From an optimization exercise on the open Yosys and OpenROAD flow, aimed at small area, a short achievable clock period and few clock cycles per item; shortcuts taken in it are not production practice.
Function was not checked in any run shown here: the RTL went through the layout flow alone.

==> flow/design.v (outline; a module is shown in full before it is edited, if it fits) <==
// module hlsm_dp_param: 1060 lines
// module hdp_fa: 4 lines
// module hdp_ha: 4 lines
// module hdp_gp: 4 lines
// module hdp_g: 3 lines
// module hdp_x2: 3 lines
// module hdp_mj: 3 lines
// module hdp_bs: 3 lines
module hlsm_dp_param (
  input  logic        Clk,
  input  logic        Rst,
  input  logic        Start,
  input  logic [31:0] a,
  input  logic [31:0] b,
  input  logic [31:0] c,
  output logic        Busy,
  output logic        Done,
  output logic [31:0] z,
  output logic [31:0] x,
  output logic        Ovf
);
  // ...
==> flow/flow/run.sh <==
#!/bin/bash
# Own layout flow: the standard flow (standard.sh) in three parts.
#  1. standard synthesis, unchanged;
#  2. flow/downsize.tcl: every combinational cell that synthesis mapped to a
#     drive strength above 1 is set to strength 1 (same function and pins); the
#     resizer later upsizes what timing needs;
#  3. the rest of the standard flow, with a tighter internal repair target for
#     setup (SETUP_SLACK_MARGIN; the SDC is unchanged) and buf_2 port buffers.
# Each tool's output goes to a log file of its own here (and ORFS's per-step
# logs under orfs/logs).
set -euo pipefail
MARGIN=${MARGIN:-7.5}
bash standard.sh synth > make_synth.log 2>&1
openroad -no_init -exit flow/downsize.tcl > downsize.log 2>&1
bash standard.sh SETUP_SLACK_MARGIN=$MARGIN \
  "BUFFER_PORTS_ARGS=-buffer_cell sky130_fd_sc_hd__buf_2" finish > make_finish.log 2>&1
==> flow/flow/downsize.tcl <==
# Set combinational cells of drive strength > 1 to strength 1 in 1_synth.odb.
set odb_file orfs/results/sky130hd/hlsm_dp_param/base/1_synth.odb
read_db $odb_file
set db [ord::get_db]
set n 0
foreach inst [[ord::get_db_block] getInsts] {
  set m [$inst getMaster]
  set name [$m getName]
  if {[regexp {^(sky130_fd_sc_hd__)(\w+)_([0-9]+)$} $name -> pre base size]} {
    if {$size <= 1} continue
    if {[regexp {^(df|edf|sdf|dl|clk|buf|inv|conb|tap|fill|decap)} $base]} continue
    set small [$db findMaster ${pre}${base}_1]
    if {$small eq "NULL" || $small eq ""} continue
    # same pin names required
    set p1 [lsort [lmap t [$m getMTerms] {$t getName}]]
    set p2 [lsort [lmap t [$small getMTerms] {$t getName}]]
    if {$p1 ne $p2} continue
    $inst swapMaster $small
    incr n
  }
}
puts "downsized $n cells"
write_db $odb_file
==> flow/standard.sh <==
#!/bin/bash
# synth_recipe.tcl (not shown) runs the flow's synth.tcl, then flattens the netlist and writes it again
# the make line also repeats each setting of config.mk as NAME=value (left out here)
make -C /OpenROAD-flow-scripts/flow DESIGN_CONFIG=/design/flow/config.mk WORK_HOME=/design/flow/orfs CLKGATE_MAP_FILE= SYNTH_SCRIPT=/design/flow/synth_recipe.tcl "${@:-finish}"
==> flow/config.mk <==
export PLATFORM = sky130hd
export DESIGN_NAME = hlsm_dp_param
export DESIGN_NICKNAME = hlsm_dp_param
export VERILOG_FILES = /design/flow/design.v
export SDC_FILE = /design/flow/constraint.sdc
export NUM_CORES = 4
export LEC_CHECK = 0
export CAP_MARGIN = 20
export CORE_MARGIN = 2
export CORE_UTILIZATION = 40
export SLEW_MARGIN = 20
export SYNTH_HIERARCHICAL = 1
export SYNTH_MINIMUM_KEEP_SIZE = 0
==> flow/constraint.sdc <==
create_clock -name core_clock -period 12.5 [get_ports {Clk}]
set_input_delay 2.5000 -clock core_clock [delete_from_list [all_inputs] [get_ports {Clk}]]
set_output_delay 2.5000 -clock core_clock [all_outputs]
set_load 0.01 [all_outputs]
==> run summary, run 1 <==
Chip Width=between 200 and 250 um; WHS=about 0.48 ns; crit end category=output pin; Crit path max-delay family=compound AO/OA/AOI/OAI gates; Period minus WS final=roughly 5.5 ns; Filler cells=between 5k and 6k; WL final=around 78 mm; Core Region=slightly below 0.06 mm2; row count=88; Setup WS pre-CTS=around 6.6 ns; Clock transition at path regs=~0.060 ns; fmax=approximately 180 MHz; first-pass GRT wire length=about 120 mm; RSZ-0062 raised after global routing=true; Die H=247 um; outcome=complete, no violations; non-clk buf share=7.12%; TAP cells=765; r2r worst-path depth=12; Syn Area/Cell=around 11 um2; startpoint type of the worst setup path=flip-flop; vias per cell=slightly below 6; commonest non-fill, non-tap cell in the layout=xnor2_1; synthesis-to-layout area growth=18.2%; CP Cell Sequence=ha_1 > a21o_1 > a21o_1 > a21o_4 > a21o_1 > buf_12 > a21o_1 > nor2_1 > nor2_1 > o21a_1 > o21bai_1 > buf_2; setup violators final=0; TritonCTS clock tree=yes; diode count=4; routed via count=around 19k; DRC violations left=0; Max Cap Viol=0; First DRT Iteration DRCs=roughly 1.7k; Seq area share=20.8%; # nets final=between 2k and 3k; antenna violations before repair=6; r2r setup slk=approximately 7.6 ns; Crit Path Category=flip-flop to output pin; Multi-In Gates=~1.8k; worst hold path type=flip-flop to flip-flop
==> inputs of run 2 (changes only) <==
--- a/flow/design.v
+++ b/flow/design.v
@@ -48,39 +48,41 @@
   always_ff @(posedge Clk) begin
     if (acc) begin
       z   <= gt ? sd[31:0] : se[31:0];
       ov1 <= sd[32] | se[32] | pair;
     end
   end
   logic [32:0] pp [17];
   logic [32:0] ts, tc;
-  logic [31:0] s3, c3, s3r, c3r;
+  logic [31:0] s3, c3, xp, xg, xpr, xgr;
+  logic        c3r31;
   logic [7:0] bg, bp, bgr, bpr;
   logic        t32r, cfr, p32r;
   for (genvar r = 0; r < 17; r++) begin : g_row
     for (genvar k = 0; k < 33 - 2*r; k++) begin : g_bit
       hdp_bs u_bs (bo[r], bt[r], bn[r], (k < 32) ? ar[k] : 1'b0, (k >= 1 && k <= 32) ? ar[k-1] : 1'b0, pp[r][k]);
     end
   end
   always_ff @(posedge Clk) begin
     if (Busy) begin
-      s3r  <= s3;
-      c3r  <= c3;
+      xpr   <= xp;
+      xgr   <= xg;
+      c3r31 <= c3[31];
       bgr  <= bg;
       bpr  <= bp;
       t32r <= ts[32] ^ tc[32];
     end
   end
   logic [32:0] xs;
   logic        fged;
   assign x = xs[31:0];
   assign cfr  = bgr[7] | (bpr[7] & (bgr[6] | (bpr[6] & (bgr[5] | (bpr[5] & (bgr[4] | (bpr[4] & (bgr[3] | (bpr[3] & (bgr[2] | (bpr[2] & (bgr[1] | (bpr[1] & (bgr[0]))))))))))))));
   assign p32r = t32r ^ cfr;
-  assign fged = cfr ? (c3r[31] & xs[32]) : (c3r[31] | xs[32]);
+  assign fged = cfr ? (c3r31 & xs[32]) : (c3r31 | xs[32]);
   assign Ovf  = ov1 | p32r | ~fged;
   always_ff @(posedge Clk or posedge Rst) begin
     if (Rst) begin
       Busy <= 1'b0;
       Done <= 1'b0;
     end else begin
       Busy <= acc;
       Done <= Busy | (Done & ~acc);
@@ -175,33 +177,27 @@
         p1033, hp1034, hg1035, hp1036, hg1037, hp1038, hg1039, hp1040, hg1041, g1042, p1043, g1044,
         p1045, g1046, p1047, hp1048, hg1049, hp1050, hg1051, hp1052, hg1053, hp1054, hg1055, g1056,
         p1057, g1058, p1059, g1060, p1061, hp1062, hg1063, hp1064, hg1065, hp1066, hg1067, hp1068,
         hg1069, g1070, p1071, g1072, p1073, g1074, p1075, hp1076, hg1077, hp1078, hg1079, hp1080,
         hg1081, hp1082, hg1083, g1084, p1085, g1086, p1087, g1088, p1089, hp1090, hg1091, hp1092,
         hg1093, hp1094, hg1095, hp1096, hg1097, g1098, p1099, g1100, p1101, g1102, p1103, hp1104,
         hg1105, hp1106, hg1107, hp1108, hg1109, hp1110, hg1111, g1112, p1113, g1114, p1115, g1116,
         p1117, hp1118, hg1119, hp1120, hg1121, hp1122, hg1123, hp1124, hg1125, g1126, p1127, g1128,
-        p1129, g1130, p1131, hp1132, hg1133, hp1134, hg1135, hp1136, hg1137, hp1138, hg1139, hp1140,
-        hg1141, hp1142, hg1143, hp1144, hg1145, hp1146, hg1147, hp1148, hg1149, hp1150, hg1151, hp1152,
-        hg1153, hp1154, hg1155, hp1156, hg1157, hp1158, hg1159, hp1160, hg1161, hp1162, hg1163, hp1164,
-        hg1165, hp1166, hg1167, hp1168, hg1169, hp1170, hg1171, hp1172, hg1173, hp1174, hg1175, hp1176,
-        hg1177, hp1178, hg1179, hp1180, hg1181, hp1182, hg1183, hp1184, hg1185, hp1186, hg1187, hp1188,
-        hg1189, hp1190, hg1191, hp1192, hg1193, g1194, g1195, p1196, g1197, p1198, g1199, p1200,
+        p1129, g1130, p1131, g1132, g1133, p1134, g1135, p1136, g1137, p1138, g1139, p1140,
+        g1141, p1142, g1143, p1144, g1145, p1146, g1147, p1148, g1149, p1150, g1151, p1152,
+        g1153, p1154, g1155, p1156, g1157, p1158, g1159, p1160, g1161, p1162, g1163, g1164,
+        g1165, p1166, g1167, p1168, g1169, p1170, g1171, p1172, g1173, p1174, g1175, p1176,
+        g1177, p1178, g1179, p1180, g1181, p1182, g1183, p1184, g1185, p1186, g1187, p1188,
+        g1189, p1190, g1191, p1192, g1193, g1194, g1195, g1196, g1197, p1198, g1199, p1200,
         g1201, p1202, g1203, p1204, g1205, p1206, g1207, p1208, g1209, p1210, g1211, p1212,
-        g1213, p1214, g1215, p1216, g1217, p1218, g1219, p1220, g1221, p1222, g1223, p1224,
-        g1225, g1226, g1227, p1228, g1229, p1230, g1231, p1232, g1233, p1234, g1235, p1236,
-        g1237, p1238, g1239, p1240, g1241, p1242, g1243, p1244, g1245, p1246, g1247, p1248,
-        g1249, p1250, g1251, p1252, g1253, p1254, g1255, g1256, g1257, g1258, g1259, p1260,
-        g1261, p1262, g1263, p1264, g1265, p1266, g1267, p1268, g1269, p1270, g1271, p1272,
-        g1273, p1274, g1275, p1276, g1277, p1278, g1279, p1280, g1281, p1282, g1283, g1284,
-        g1285, g1286, g1287, g1288, g1289, g1290, g1291, p1292, g1293, p1294, g1295, p1296,
-        g1297, p1298, g1299, p1300, g1301, p1302, g1303, p1304, g1305, p1306, g1307, g1308,
-        g1309, g1310, g1311, g1312, g1313, g1314, g1315, g1316, g1317, g1318, g1319, g1320,
-        g1321, g1322;
+        g1213, p1214, g1215, p1216, g1217, p1218, g1219, p1220, g1221, g1222, g1223, g1224,
+        g1225, g1226, g1227, g1228, g1229, p1230, g1231, p1232, g1233, p1234, g1235, p1236,
+        g1237, p1238, g1239, p1240, g1241, p1242, g1243, p1244, g1245, g1246, g1247, g1248,
+        g1249, g1250, g1251, g1252, g1253, g1254, g1255, g1256, g1257, g1258, g1259, g1260;
   hdp_ha uhp1 (a[0], b[0], hp1, hg2);
   hdp_ha uhp3 (a[1], b[1], hp3, hg4);
   hdp_ha uhp5 (a[2], b[2], hp5, hg6);
   hdp_ha uhp7 (a[3], b[3], hp7, hg8);
   hdp_ha uhp9 (a[4], b[4], hp9, hg10);
   hdp_ha uhp11 (a[5], b[5], hp11, hg12);
   hdp_ha uhp13 (a[6], b[6], hp13, hg14);
   hdp_ha uhp15 (a[7], b[7], hp15, hg16);
@@ -908,160 +904,162 @@
   hdp_fa uc250 (ts[24], tc[24], ~dr[24], s3[24], c3[24]);
   hdp_fa uc251 (ts[25], tc[25], ~dr[25], s3[25], c3[25]);
   hdp_fa uc252 (ts[26], tc[26], ~dr[26], s3[26], c3[26]);
   hdp_fa uc253 (ts[27], tc[27], ~dr[27], s3[27], c3[27]);
   hdp_fa uc254 (ts[28], tc[28], ~dr[28], s3[28], c3[28]);
   hdp_fa uc255 (ts[29], tc[29], ~dr[29], s3[29], c3[29]);
   hdp_fa uc256 (ts[30], tc[30], ~dr[30], s3[30], c3[30]);
   hdp_fa uc257 (ts[31], tc[31], ~dr[31], s3[31], c3[31]);
-  hdp_ha uhp1132 (s3r[1], c3r[0], hp1132, hg1133);
-  hdp_ha uhp1134 (s3r[2], c3r[1], hp1134, hg1135);
-  hdp_ha uhp1136 (s3r[3], c3r[2], hp1136, hg1137);
-  hdp_ha uhp1138 (s3r[4], c3r[3], hp1138, hg1139);
-  hdp_ha uhp1140 (s3r[5], c3r[4], hp1140, hg1141);
-  hdp_ha uhp1142 (s3r[6], c3r[5], hp1142, hg1143);
-  hdp_ha uhp1144 (s3r[7], c3r[6], hp1144, hg1145);
-  hdp_ha uhp1146 (s3r[8], c3r[7], hp1146, hg1147);
-  hdp_ha uhp1148 (s3r[9], c3r[8], hp1148, hg1149);
-  hdp_ha uhp1150 (s3r[10], c3r[9], hp1150, hg1151);
-  hdp_ha uhp1152 (s3r[11], c3r[10], hp1152, hg1153);
-  hdp_ha uhp1154 (s3r[12], c3r[11], hp1154, hg1155);
-  hdp_ha uhp1156 (s3r[13], c3r[12], hp1156, hg1157);
-  hdp_ha uhp1158 (s3r[14], c3r[13], hp1158, hg1159);
-  hdp_ha uhp1160 (s3r[15], c3r[14], hp1160, hg1161);
-  hdp_ha uhp1162 (s3r[16], c3r[15], hp1162, hg1163);
-  hdp_ha uhp1164 (s3r[17], c3r[16], hp1164, hg1165);
-  hdp_ha uhp1166 (s3r[18], c3r[17], hp1166, hg1167);
-  hdp_ha uhp1168 (s3r[19], c3r[18], hp1168, hg1169);
-  hdp_ha uhp1170 (s3r[20], c3r[19], hp1170, hg1171);
-  hdp_ha uhp1172 (s3r[21], c3r[20], hp1172, hg1173);
-  hdp_ha uhp1174 (s3r[22], c3r[21], hp1174, hg1175);
-  hdp_ha uhp1176 (s3r[23], c3r[22], hp1176, hg1177);
-  hdp_ha uhp1178 (s3r[24], c3r[23], hp1178, hg1179);
-  hdp_ha uhp1180 (s3r[25], c3r[24], hp1180, hg1181);
-  hdp_ha uhp1182 (s3r[26], c3r[25], hp1182, hg1183);
-  hdp_ha uhp1184 (s3r[27], c3r[26], hp1184, hg1185);
-  hdp_ha uhp1186 (s3r[28], c3r[27], hp1186, hg1187);
-  hdp_ha uhp1188 (s3r[29], c3r[28], hp1188, hg1189);
-  hdp_ha uhp1190 (s3r[30], c3r[29], hp1190, hg1191);
-  hdp_ha uhp1192 (s3r[31], c3r[30], hp1192, hg1193);
-  hdp_g ug1194 (hg1133, hp1132, s3r[0], g1194);
-  hdp_gp ug1195 (hg1137, hp1136, hg1135, hp1134, g1195, p1196);
-  hdp_gp ug1197 (hg1141, hp1140, hg1139, hp1138, g1197, p1198);
-  hdp_gp ug1199 (hg1145, hp1144, hg1143, hp1142, g1199, p1200);
-  hdp_gp ug1201 (hg1149, hp1148, hg1147, hp1146, g1201, p1202);
-  hdp_gp ug1203 (hg1153, hp1152, hg1151, hp1150, g1203, p1204);
-  hdp_gp ug1205 (hg1157, hp1156, hg1155, hp1154, g1205, p1206);
-  hdp_gp ug1207 (hg1161, hp1160, hg1159, hp1158, g1207, p1208);
-  hdp_gp ug1209 (hg1165, hp1164, hg1163, hp1162, g1209, p1210);
-  hdp_gp ug1211 (hg1169, hp1168, hg1167, hp1166, g1211, p1212);
-  hdp_gp ug1213 (hg1173, hp1172, hg1171, hp1170, g1213, p1214);
-  hdp_gp ug1215 (hg1177, hp1176, hg1175, hp1174, g1215, p1216);
-  hdp_gp ug1217 (hg1181, hp1180, hg1179, hp1178, g1217, p1218);
-  hdp_gp ug1219 (hg1185, hp1184, hg1183, hp1182, g1219, p1220);
-  hdp_gp ug1221 (hg1189, hp1188, hg1187, hp1186, g1221, p1222);
-  hdp_gp ug1223 (hg1193, hp1192, hg1191, hp1190, g1223, p1224);
-  hdp_g ug1225 (hg1135, hp1134, g1194, g1225);
-  hdp_g ug1226 (g1195, p1196, g1194, g1226);
-  hdp_gp ug1227 (hg1143, hp1142, g1197, p1198, g1227, p1228);
-  hdp_gp ug1229 (g1199, p1200, g1197, p1198, g1229, p1230);
-  hdp_gp ug1231 (hg1151, hp1150, g1201, p1202, g1231, p1232);
-  hdp_gp ug1233 (g1203, p1204, g1201, p1202, g1233, p1234);
-  hdp_gp ug1235 (hg1159, hp1158, g1205, p1206, g1235, p1236);
-  hdp_gp ug1237 (g1207, p1208, g1205, p1206, g1237, p1238);
-  hdp_gp ug1239 (hg1167, hp1166, g1209, p1210, g1239, p1240);
-  hdp_gp ug1241 (g1211, p1212, g1209, p1210, g1241, p1242);
-  hdp_gp ug1243 (hg1175, hp1174, g1213, p1214, g1243, p1244);
-  hdp_gp ug1245 (g1215, p1216, g1213, p1214, g1245, p1246);
-  hdp_gp ug1247 (hg1183, hp1182, g1217, p1218, g1247, p1248);
-  hdp_gp ug1249 (g1219, p1220, g1217, p1218, g1249, p1250);
-  hdp_gp ug1251 (hg1191, hp1190, g1221, p1222, g1251, p1252);
-  hdp_gp ug1253 (g1223, p1224, g1221, p1222, g1253, p1254);
-  hdp_g ug1255 (hg1139, hp1138, g1226, g1255);
-  hdp_g ug1256 (g1197, p1198, g1226, g1256);
-  hdp_g ug1257 (g1227, p1228, g1226, g1257);
-  hdp_g ug1258 (g1229, p1230, g1226, g1258);
-  hdp_gp ug1259 (hg1155, hp1154, g1233, p1234, g1259, p1260);
-  hdp_gp ug1261 (g1205, p1206, g1233, p1234, g1261, p1262);
-  hdp_gp ug1263 (g1235, p1236, g1233, p1234, g1263, p1264);
-  hdp_gp ug1265 (g1237, p1238, g1233, p1234, g1265, p1266);
-  hdp_gp ug1267 (hg1171, hp1170, g1241, p1242, g1267, p1268);
-  hdp_gp ug1269 (g1213, p1214, g1241, p1242, g1269, p1270);
-  hdp_gp ug1271 (g1243, p1244, g1241, p1242, g1271, p1272);
-  hdp_gp ug1273 (g1245, p1246, g1241, p1242, g1273, p1274);
-  hdp_gp ug1275 (hg1187, hp1186, g1249, p1250, g1275, p1276);
-  hdp_gp ug1277 (g1221, p1222, g1249, p1250, g1277, p1278);
-  hdp_gp ug1279 (g1251, p1252, g1249, p1250, g1279, p1280);
-  hdp_gp ug1281 (g1253, p1254, g1249, p1250, g1281, p1282);
-  hdp_g ug1283 (hg1147, hp1146, g1258, g1283);
-  hdp_g ug1284 (g1201, p1202, g1258, g1284);
-  hdp_g ug1285 (g1231, p1232, g1258, g1285);
-  hdp_g ug1286 (g1233, p1234, g1258, g1286);
-  hdp_g ug1287 (g1259, p1260, g1258, g1287);
-  hdp_g ug1288 (g1261, p1262, g1258, g1288);
-  hdp_g ug1289 (g1263, p1264, g1258, g1289);
-  hdp_g ug1290 (g1265, p1266, g1258, g1290);
-  hdp_gp ug1291 (hg1179, hp1178, g1273, p1274, g1291, p1292);
-  hdp_gp ug1293 (g1217, p1218, g1273, p1274, g1293, p1294);
-  hdp_gp ug1295 (g1247, p1248, g1273, p1274, g1295, p1296);
-  hdp_gp ug1297 (g1249, p1250, g1273, p1274, g1297, p1298);
-  hdp_gp ug1299 (g1275, p1276, g1273, p1274, g1299, p1300);
-  hdp_gp ug1301 (g1277, p1278, g1273, p1274, g1301, p1302);
-  hdp_gp ug1303 (g1279, p1280, g1273, p1274, g1303, p1304);
-  hdp_gp ug1305 (g1281, p1282, g1273, p1274, g1305, p1306);
-  hdp_g ug1307 (hg1163, hp1162, g1290, g1307);
-  hdp_g ug1308 (g1209, p1210, g1290, g1308);
-  hdp_g ug1309 (g1239, p1240, g1290, g1309);
-  hdp_g ug1310 (g1241, p1242, g1290, g1310);
-  hdp_g ug1311 (g1267, p1268, g1290, g1311);
-  hdp_g ug1312 (g1269, p1270, g1290, g1312);
-  hdp_g ug1313 (g1271, p1272, g1290, g1313);
-  hdp_g ug1314 (g1273, p1274, g1290, g1314);
-  hdp_g ug1315 (g1291, p1292, g1290, g1315);
-  hdp_g ug1316 (g1293, p1294, g1290, g1316);
-  hdp_g ug1317 (g1295, p1296, g1290, g1317);
-  hdp_g ug1318 (g1297, p1298, g1290, g1318);
-  hdp_g ug1319 (g1299, p1300, g1290, g1319);
-  hdp_g ug1320 (g1301, p1302, g1290, g1320);
-  hdp_g ug1321 (g1303, p1304, g1290, g1321);
-  hdp_g ug1322 (g1305, p1306, g1290, g1322);
-  assign xs[0] = ~s3r[0];
-  assign xs[1] = hp1132 ^ s3r[0];
-  assign xs[2] = hp1134 ^ g1194;
-  assign xs[3] = hp1136 ^ g1225;
-  assign xs[4] = hp1138 ^ g1226;
-  assign xs[5] = hp1140 ^ g1255;
-  assign xs[6] = hp1142 ^ g1256;
-  assign xs[7] = hp1144 ^ g1257;
-  assign xs[8] = hp1146 ^ g1258;
-  assign xs[9] = hp1148 ^ g1283;
-  assign xs[10] = hp1150 ^ g1284;
-  assign xs[11] = hp1152 ^ g1285;
-  assign xs[12] = hp1154 ^ g1286;
-  assign xs[13] = hp1156 ^ g1287;
-  assign xs[14] = hp1158 ^ g1288;
-  assign xs[15] = hp1160 ^ g1289;
-  assign xs[16] = hp1162 ^ g1290;
-  assign xs[17] = hp1164 ^ g1307;
-  assign xs[18] = hp1166 ^ g1308;
-  assign xs[19] = hp1168 ^ g1309;
-  assign xs[20] = hp1170 ^ g1310;
-  assign xs[21] = hp1172 ^ g1311;
-  assign xs[22] = hp1174 ^ g1312;
-  assign xs[23] = hp1176 ^ g1313;
-  assign xs[24] = hp1178 ^ g1314;
-  assign xs[25] = hp1180 ^ g1315;
-  assign xs[26] = hp1182 ^ g1316;
-  assign xs[27] = hp1184 ^ g1317;
-  assign xs[28] = hp1186 ^ g1318;
-  assign xs[29] = hp1188 ^ g1319;
-  assign xs[30] = hp1190 ^ g1320;
-  assign xs[31] = hp1192 ^ g1321;
-  assign xs[32] = g1322;
+  assign xp[0] = ~s3[0];
+  assign xg[0] = s3[0];
+  hdp_ha u_xpg1 (s3[1], c3[0], xp[1], xg[1]);
+  hdp_ha u_xpg2 (s3[2], c3[1], xp[2], xg[2]);
+  hdp_ha u_xpg3 (s3[3], c3[2], xp[3], xg[3]);
+  hdp_ha u_xpg4 (s3[4], c3[3], xp[4], xg[4]);
+  hdp_ha u_xpg5 (s3[5], c3[4], xp[5], xg[5]);
+  hdp_ha u_xpg6 (s3[6], c3[5], xp[6], xg[6]);
+  hdp_ha u_xpg7 (s3[7], c3[6], xp[7], xg[7]);
+  hdp_ha u_xpg8 (s3[8], c3[7], xp[8], xg[8]);
+  hdp_ha u_xpg9 (s3[9], c3[8], xp[9], xg[9]);
+  hdp_ha u_xpg10 (s3[10], c3[9], xp[10], xg[10]);
+  hdp_ha u_xpg11 (s3[11], c3[10], xp[11], xg[11]);
+  hdp_ha u_xpg12 (s3[12], c3[11], xp[12], xg[12]);
+  hdp_ha u_xpg13 (s3[13], c3[12], xp[13], xg[13]);
+  hdp_ha u_xpg14 (s3[14], c3[13], xp[14], xg[14]);
+  hdp_ha u_xpg15 (s3[15], c3[14], xp[15], xg[15]);
+  hdp_ha u_xpg16 (s3[16], c3[15], xp[16], xg[16]);
+  hdp_ha u_xpg17 (s3[17], c3[16], xp[17], xg[17]);
+  hdp_ha u_xpg18 (s3[18], c3[17], xp[18], xg[18]);
+  hdp_ha u_xpg19 (s3[19], c3[18], xp[19], xg[19]);
+  hdp_ha u_xpg20 (s3[20], c3[19], xp[20], xg[20]);
+  hdp_ha u_xpg21 (s3[21], c3[20], xp[21], xg[21]);
+  hdp_ha u_xpg22 (s3[22], c3[21], xp[22], xg[22]);
+  hdp_ha u_xpg23 (s3[23], c3[22], xp[23], xg[23]);
+  hdp_ha u_xpg24 (s3[24], c3[23], xp[24], xg[24]);
+  hdp_ha u_xpg25 (s3[25], c3[24], xp[25], xg[25]);
+  hdp_ha u_xpg26 (s3[26], c3[25], xp[26], xg[26]);
+  hdp_ha u_xpg27 (s3[27], c3[26], xp[27], xg[27]);
+  hdp_ha u_xpg28 (s3[28], c3[27], xp[28], xg[28]);
+  hdp_ha u_xpg29 (s3[29], c3[28], xp[29], xg[29]);
+  hdp_ha u_xpg30 (s3[30], c3[29], xp[30], xg[30]);
+  hdp_ha u_xpg31 (s3[31], c3[30], xp[31], xg[31]);
+  hdp_g ug1132 (xgr[1], xpr[1], xgr[0], g1132);
+  hdp_gp ug1133 (xgr[3], xpr[3], xgr[2], xpr[2], g1133, p1134);
+  hdp_gp ug1135 (xgr[5], xpr[5], xgr[4], xpr[4], g1135, p1136);
+  hdp_gp ug1137 (xgr[7], xpr[7], xgr[6], xpr[6], g1137, p1138);
+  hdp_gp ug1139 (xgr[9], xpr[9], xgr[8], xpr[8], g1139, p1140);
+  hdp_gp ug1141 (xgr[11], xpr[11], xgr[10], xpr[10], g1141, p1142);
+  hdp_gp ug1143 (xgr[13], xpr[13], xgr[12], xpr[12], g1143, p1144);
+  hdp_gp ug1145 (xgr[15], xpr[15], xgr[14], xpr[14], g1145, p1146);
+  hdp_gp ug1147 (xgr[17], xpr[17], xgr[16], xpr[16], g1147, p1148);
+  hdp_gp ug1149 (xgr[19], xpr[19], xgr[18], xpr[18], g1149, p1150);
+  hdp_gp ug1151 (xgr[21], xpr[21], xgr[20], xpr[20], g1151, p1152);
+  hdp_gp ug1153 (xgr[23], xpr[23], xgr[22], xpr[22], g1153, p1154);
+  hdp_gp ug1155 (xgr[25], xpr[25], xgr[24], xpr[24], g1155, p1156);
+  hdp_gp ug1157 (xgr[27], xpr[27], xgr[26], xpr[26], g1157, p1158);
+  hdp_gp ug1159 (xgr[29], xpr[29], xgr[28], xpr[28], g1159, p1160);
+  hdp_gp ug1161 (xgr[31], xpr[31], xgr[30], xpr[30], g1161, p1162);
+  hdp_g ug1163 (xgr[2], xpr[2], g1132, g1163);
+  hdp_g ug1164 (g1133, p1134, g1132, g1164);
+  hdp_gp ug1165 (xgr[6], xpr[6], g1135, p1136, g1165, p1166);
+  hdp_gp ug1167 (g1137, p1138, g1135, p1136, g1167, p1168);
+  hdp_gp ug1169 (xgr[10], xpr[10], g1139, p1140, g1169, p1170);
+  hdp_gp ug1171 (g1141, p1142, g1139, p1140, g1171, p1172);
+  hdp_gp ug1173 (xgr[14], xpr[14], g1143, p1144, g1173, p1174);
+  hdp_gp ug1175 (g1145, p1146, g1143, p1144, g1175, p1176);
+  hdp_gp ug1177 (xgr[18], xpr[18], g1147, p1148, g1177, p1178);
+  hdp_gp ug1179 (g1149, p1150, g1147, p1148, g1179, p1180);
+  hdp_gp ug1181 (xgr[22], xpr[22], g1151, p1152, g1181, p1182);
+  hdp_gp ug1183 (g1153, p1154, g1151, p1152, g1183, p1184);
+  hdp_gp ug1185 (xgr[26], xpr[26], g1155, p1156, g1185, p1186);
+  hdp_gp ug1187 (g1157, p1158, g1155, p1156, g1187, p1188);
+  hdp_gp ug1189 (xgr[30], xpr[30], g1159, p1160, g1189, p1190);
+  hdp_gp ug1191 (g1161, p1162, g1159, p1160, g1191, p1192);
+  hdp_g ug1193 (xgr[4], xpr[4], g1164, g1193);
+  hdp_g ug1194 (g1135, p1136, g1164, g1194);
+  hdp_g ug1195 (g1165, p1166, g1164, g1195);
+  hdp_g ug1196 (g1167, p1168, g1164, g1196);
+  hdp_gp ug1197 (xgr[12], xpr[12], g1171, p1172, g1197, p1198);
+  hdp_gp ug1199 (g1143, p1144, g1171, p1172, g1199, p1200);
+  hdp_gp ug1201 (g1173, p1174, g1171, p1172, g1201, p1202);
+  hdp_gp ug1203 (g1175, p1176, g1171, p1172, g1203, p1204);
+  hdp_gp ug1205 (xgr[20], xpr[20], g1179, p1180, g1205, p1206);
+  hdp_gp ug1207 (g1151, p1152, g1179, p1180, g1207, p1208);
+  hdp_gp ug1209 (g1181, p1182, g1179, p1180, g1209, p1210);
+  hdp_gp ug1211 (g1183, p1184, g1179, p1180, g1211, p1212);
+  hdp_gp ug1213 (xgr[28], xpr[28], g1187, p1188, g1213, p1214);
+  hdp_gp ug1215 (g1159, p1160, g1187, p1188, g1215, p1216);
+  hdp_gp ug1217 (g1189, p1190, g1187, p1188, g1217, p1218);
+  hdp_gp ug1219 (g1191, p1192, g1187, p1188, g1219, p1220);
+  hdp_g ug1221 (xgr[8], xpr[8], g1196, g1221);
+  hdp_g ug1222 (g1139, p1140, g1196, g1222);
+  hdp_g ug1223 (g1169, p1170, g1196, g1223);
+  hdp_g ug1224 (g1171, p1172, g1196, g1224);
+  hdp_g ug1225 (g1197, p1198, g1196, g1225);
+  hdp_g ug1226 (g1199, p1200, g1196, g1226);
+  hdp_g ug1227 (g1201, p1202, g1196, g1227);
+  hdp_g ug1228 (g1203, p1204, g1196, g1228);
+  hdp_gp ug1229 (xgr[24], xpr[24], g1211, p1212, g1229, p1230);
+  hdp_gp ug1231 (g1155, p1156, g1211, p1212, g1231, p1232);
+  hdp_gp ug1233 (g1185, p1186, g1211, p1212, g1233, p1234);
+  hdp_gp ug1235 (g1187, p1188, g1211, p1212, g1235, p1236);
+  hdp_gp ug1237 (g1213, p1214, g1211, p1212, g1237, p1238);
+  hdp_gp ug1239 (g1215, p1216, g1211, p1212, g1239, p1240);
+  hdp_gp ug1241 (g1217, p1218, g1211, p1212, g1241, p1242);
+  hdp_gp ug1243 (g1219, p1220, g1211, p1212, g1243, p1244);
+  hdp_g ug1245 (xgr[16], xpr[16], g1228, g1245);
+  hdp_g ug1246 (g1147, p1148, g1228, g1246);
+  hdp_g ug1247 (g1177, p1178, g1228, g1247);
+  hdp_g ug1248 (g1179, p1180, g1228, g1248);
+  hdp_g ug1249 (g1205, p1206, g1228, g1249);
+  hdp_g ug1250 (g1207, p1208, g1228, g1250);
+  hdp_g ug1251 (g1209, p1210, g1228, g1251);
+  hdp_g ug1252 (g1211, p1212, g1228, g1252);
+  hdp_g ug1253 (g1229, p1230, g1228, g1253);
+  hdp_g ug1254 (g1231, p1232, g1228, g1254);
+  hdp_g ug1255 (g1233, p1234, g1228, g1255);
+  hdp_g ug1256 (g1235, p1236, g1228, g1256);
+  hdp_g ug1257 (g1237, p1238, g1228, g1257);
+  hdp_g ug1258 (g1239, p1240, g1228, g1258);
+  hdp_g ug1259 (g1241, p1242, g1228, g1259);
+  hdp_g ug1260 (g1243, p1244, g1228, g1260);
+  assign xs[0] = xpr[0];
+  assign xs[1] = xpr[1] ^ xgr[0];
+  assign xs[2] = xpr[2] ^ g1132;
+  assign xs[3] = xpr[3] ^ g1163;
+  assign xs[4] = xpr[4] ^ g1164;
+  assign xs[5] = xpr[5] ^ g1193;
+  assign xs[6] = xpr[6] ^ g1194;
+  assign xs[7] = xpr[7] ^ g1195;
+  assign xs[8] = xpr[8] ^ g1196;
+  assign xs[9] = xpr[9] ^ g1221;
+  assign xs[10] = xpr[10] ^ g1222;
+  assign xs[11] = xpr[11] ^ g1223;
+  assign xs[12] = xpr[12] ^ g1224;
+  assign xs[13] = xpr[13] ^ g1225;
+  assign xs[14] = xpr[14] ^ g1226;
+  assign xs[15] = xpr[15] ^ g1227;
+  assign xs[16] = xpr[16] ^ g1228;
+  assign xs[17] = xpr[17] ^ g1245;
+  assign xs[18] = xpr[18] ^ g1246;
+  assign xs[19] = xpr[19] ^ g1247;
+  assign xs[20] = xpr[20] ^ g1248;
+  assign xs[21] = xpr[21] ^ g1249;
+  assign xs[22] = xpr[22] ^ g1250;
+  assign xs[23] = xpr[23] ^ g1251;
+  assign xs[24] = xpr[24] ^ g1252;
+  assign xs[25] = xpr[25] ^ g1253;
+  assign xs[26] = xpr[26] ^ g1254;
+  assign xs[27] = xpr[27] ^ g1255;
+  assign xs[28] = xpr[28] ^ g1256;
+  assign xs[29] = xpr[29] ^ g1257;
+  assign xs[30] = xpr[30] ^ g1258;
+  assign xs[31] = xpr[31] ^ g1259;
+  assign xs[32] = g1260;
 endmodule
 module hdp_fa (input logic a, input logic b, input logic ci, output logic s, output logic co);
   assign s  = a ^ b ^ ci;
   assign co = (a & b) | (a & ci) | (b & ci);
 endmodule
 module hdp_ha (input logic a, input logic b, output logic s, output logic co);
   assign s  = a ^ b;
   assign co = a & b;
==> run 2 against run 1 <==
Against the previous run: still clean; cell area up 0.67%; maximum frequency grew 4.7%; register-to-register slack worse by 0.18 ns; area after synthesis is 0.16% higher; non-clock buffer count increased by 24; hold slack improved by 0.0033 ns; wire length decreased by 0.67%; final cell count grew 1.0%.
==> run summary, run 2 <==
outcome=complete, no violations; routed via count=18.6k (-0.62%); final hold vios=0; Final ANT Viol Nets=0; final setup margin=between 7 and 8 ns; layer with the highest usage=met2; largest net degree at the start of global routing=64; YS warnings=8; crit end category=output pin; Root Buffer=clkbuf_16; Slowest-stage cell, CP=edfxtp_1; setup TNS=0 ns; Initial DRT Pass Iterations=7; fmax=191 MHz (+4.7%); Period minus WS final=5.24 ns (-0.248 ns); startpoint type of the worst setup path=flip-flop; fin crit share=roughly two fifths; clk_skew=~0.058 ns; Avg WL per Cell=between 20 and 25 um; post-layout util=around 48%; placed cells=roughly 3k; worst-path fanout max=3; DIE AREA=a little over 0.06 mm2; Crit Path Category=flip-flop to output pin; Data arrival, critical path=2.74 ns; Crit path max-delay family=compound AO/OA/AOI/OAI gates; RSZ-0062 raised after global routing=true; layout cells sized above 1=between 10% and 20%; Die H=247 um (about the same); Syn Area/Cell=11.1 um2 (about the same); final non-filler cell total=approximately 3.2k; Worst Path Required=~10 ns; Post-Syn Instances=about 2.1k; Core Region=0.0587 mm2 (+1.1%); Max Cap Viol=0 (unchanged); DPL Wire Length=~56 mm; final instance area=roughly 0.028 mm2; Post-DP Area=between 0.02 and 0.03 mm2; antenna violations before repair=0 (-6); # IOs=approximately 170; clock sinks=around 230; most frequent cells in the layout=314 x xnor2_1, 290 x a21o_1, 276 x a22oi_1, 243 x fa_1, 191 x and2_1; GPL Wtd Cong=0.934; DRC violations left=0 (unchanged); crit-path max cell delay=about 0.40 ns; Chip Width=247 um (about the same); First DRT Iteration DRCs=1,648 (-0.54%); setup violators final=0 (unchanged); Num CTS Buffers=28; first-pass GRT wire length=116 mm (+0.39%); # nets final=2,982 (+0.88%); commonest non-fill, non-tap cell in the layout=xnor2_1; H-tree Lvls=1; GRT Util Overall=between 20% and 30%; met1 GRT Util=about 33%; synthesis-to-layout area growth=18.8%; row count=89 (+1.1%); worst relative slew slack=between 30% and 40%; Buffers & Inverters on Critical Path=2; CP Cell Sequence=a21o_1 > a21o_4 > a21o_4 > a21o_1 > buf_12 > a21o_1 > nor2_1 > nor2_1 > o21a_1 > o21bai_1 > buf_2; Worst Tran Pin Value=slightly above 0.9 ns; worst-skew pair later-pin latency=0.62 ns; Port Buffers=~170; worst hold path type=flip-flop to flip-flop; Setup WS pre-CTS=6.66 ns (+0.0240 ns); met3 usage in global routing=4.30%; vias per cell=5.76 (-1.6%); clk buf depth=3; fin. max-slew vios=0; total grt overflow=0; Clock transition at path regs=0.06 ns (about the same); Syn Std Cell Area=between 0.02 and 0.025 mm2; CP most frequent cell=a21o_1; met2 GRT Util=40.9%; vias in the first global route=between 15k and 20k; Initial Util=between 40 and 50%; TritonCTS clock tree=yes; WL final=77.7 mm (-0.67%)
-- run 2: worst paths after layout --
path / startpoint / endpoint / slack (ns) / cells after the start
setup / recovery: xpr[1] / Ovf / 7.26 / 11
hold / removal: Done / Done / 0.48 / 1
setup reg to reg: bo[0] / xpr[31] / 7.41 / 11
hold reg to reg: Done / Done / 0.48 / 1
max in group asynchronous: Rst / Busy / 10.66 / 2
min in group asynchronous: Rst / Busy / 1.72 / 2
-- run 2: per-layer routing --
metal / vias to the layer above / share of wire, %
li1: 8274 / -
met1: 9354 / 42
met2: 827 / 47
met3: 166 / 7.5
met4: 0 / 3.9
met5: - / 0
-- run 2: per-stage QoR --
| step | hold WS [ns] |
|---|---|
| 6_report | 0.481 |
| 5_1_grt | 0.521 |
| 4_1_cts | 0.486 |
| 3_5_place_dp | 0.471 |
| 3_3_place_gp | 0.459 |
| 2_1_floorplan | 0.521 |
-- run 2: what timing repair did --
| action | 4_1_cts | 5_1_grt |
|---|---|---|
| setup buffers | 51 | 35 |
| pin swaps | 45 | 70 |
| hold buffers | 0 | 0 |
| setup endpoints to repair | 71 | 43 |
| resized for setup | 91 | 55 |
| gates cloned | 1 | 4 |
-- run 2: layout make-up --
| type | count | area (um2) |
|---|---|---|
| multi-input combinational | 1832 | 18000 |
| inverter | 69 | 259 |
| clock buffer | 31 | 722 |
| clock inverter | 21 | 205 |
| fill | 5299 | 30600 |
| antenna | 2 | 5.00 |
| sequential | 228 | 5870 |
| timing repair buffer | 276 | 1980 |
| tap | 773 | 967 |

separate check: timing with driven ports:
Ports are ideal in the flow. The routed layouts listed here were re-timed in OpenROAD.
Step 1 (the two cells are an assumption about what drives the block):
set clk [get_ports {Clk}]
set_driving_cell -lib_cell sky130_fd_sc_hd__clkbuf_16 $clk
set_driving_cell -lib_cell sky130_fd_sc_hd__buf_2 [delete_from_list [all_inputs] $clk]
Step 2 moves the port delays by t, midway between the first and last clock arrival at a register: inputs arrive t later, outputs are due t later. That takes back most of the time a late clock gives input paths.
a / b / c = no drivers / after step 1 / after step 2; a / b = the first two.
| run | t, ns | setup WS [ns] | worst setup path after step 2 | clock arrival spread, ns | worst slew at a driven data input, ns |
|---|---|---|---|---|---|
| run 1 | 0.639 | 7.012 / 6.952 / 6.935 | input to register | 0.043 / 0.043 | 0.07 |
| run 2 | 0.652 | 7.260 / 7.195 / 6.933 | input to register | 0.061 / 0.062 | 0.06 |
After both steps every run listed still meets setup and hold. For run 2, which loses most, drivers alone change the setup slack by -0.065 ns; drivers and shift together by -0.327 ns.
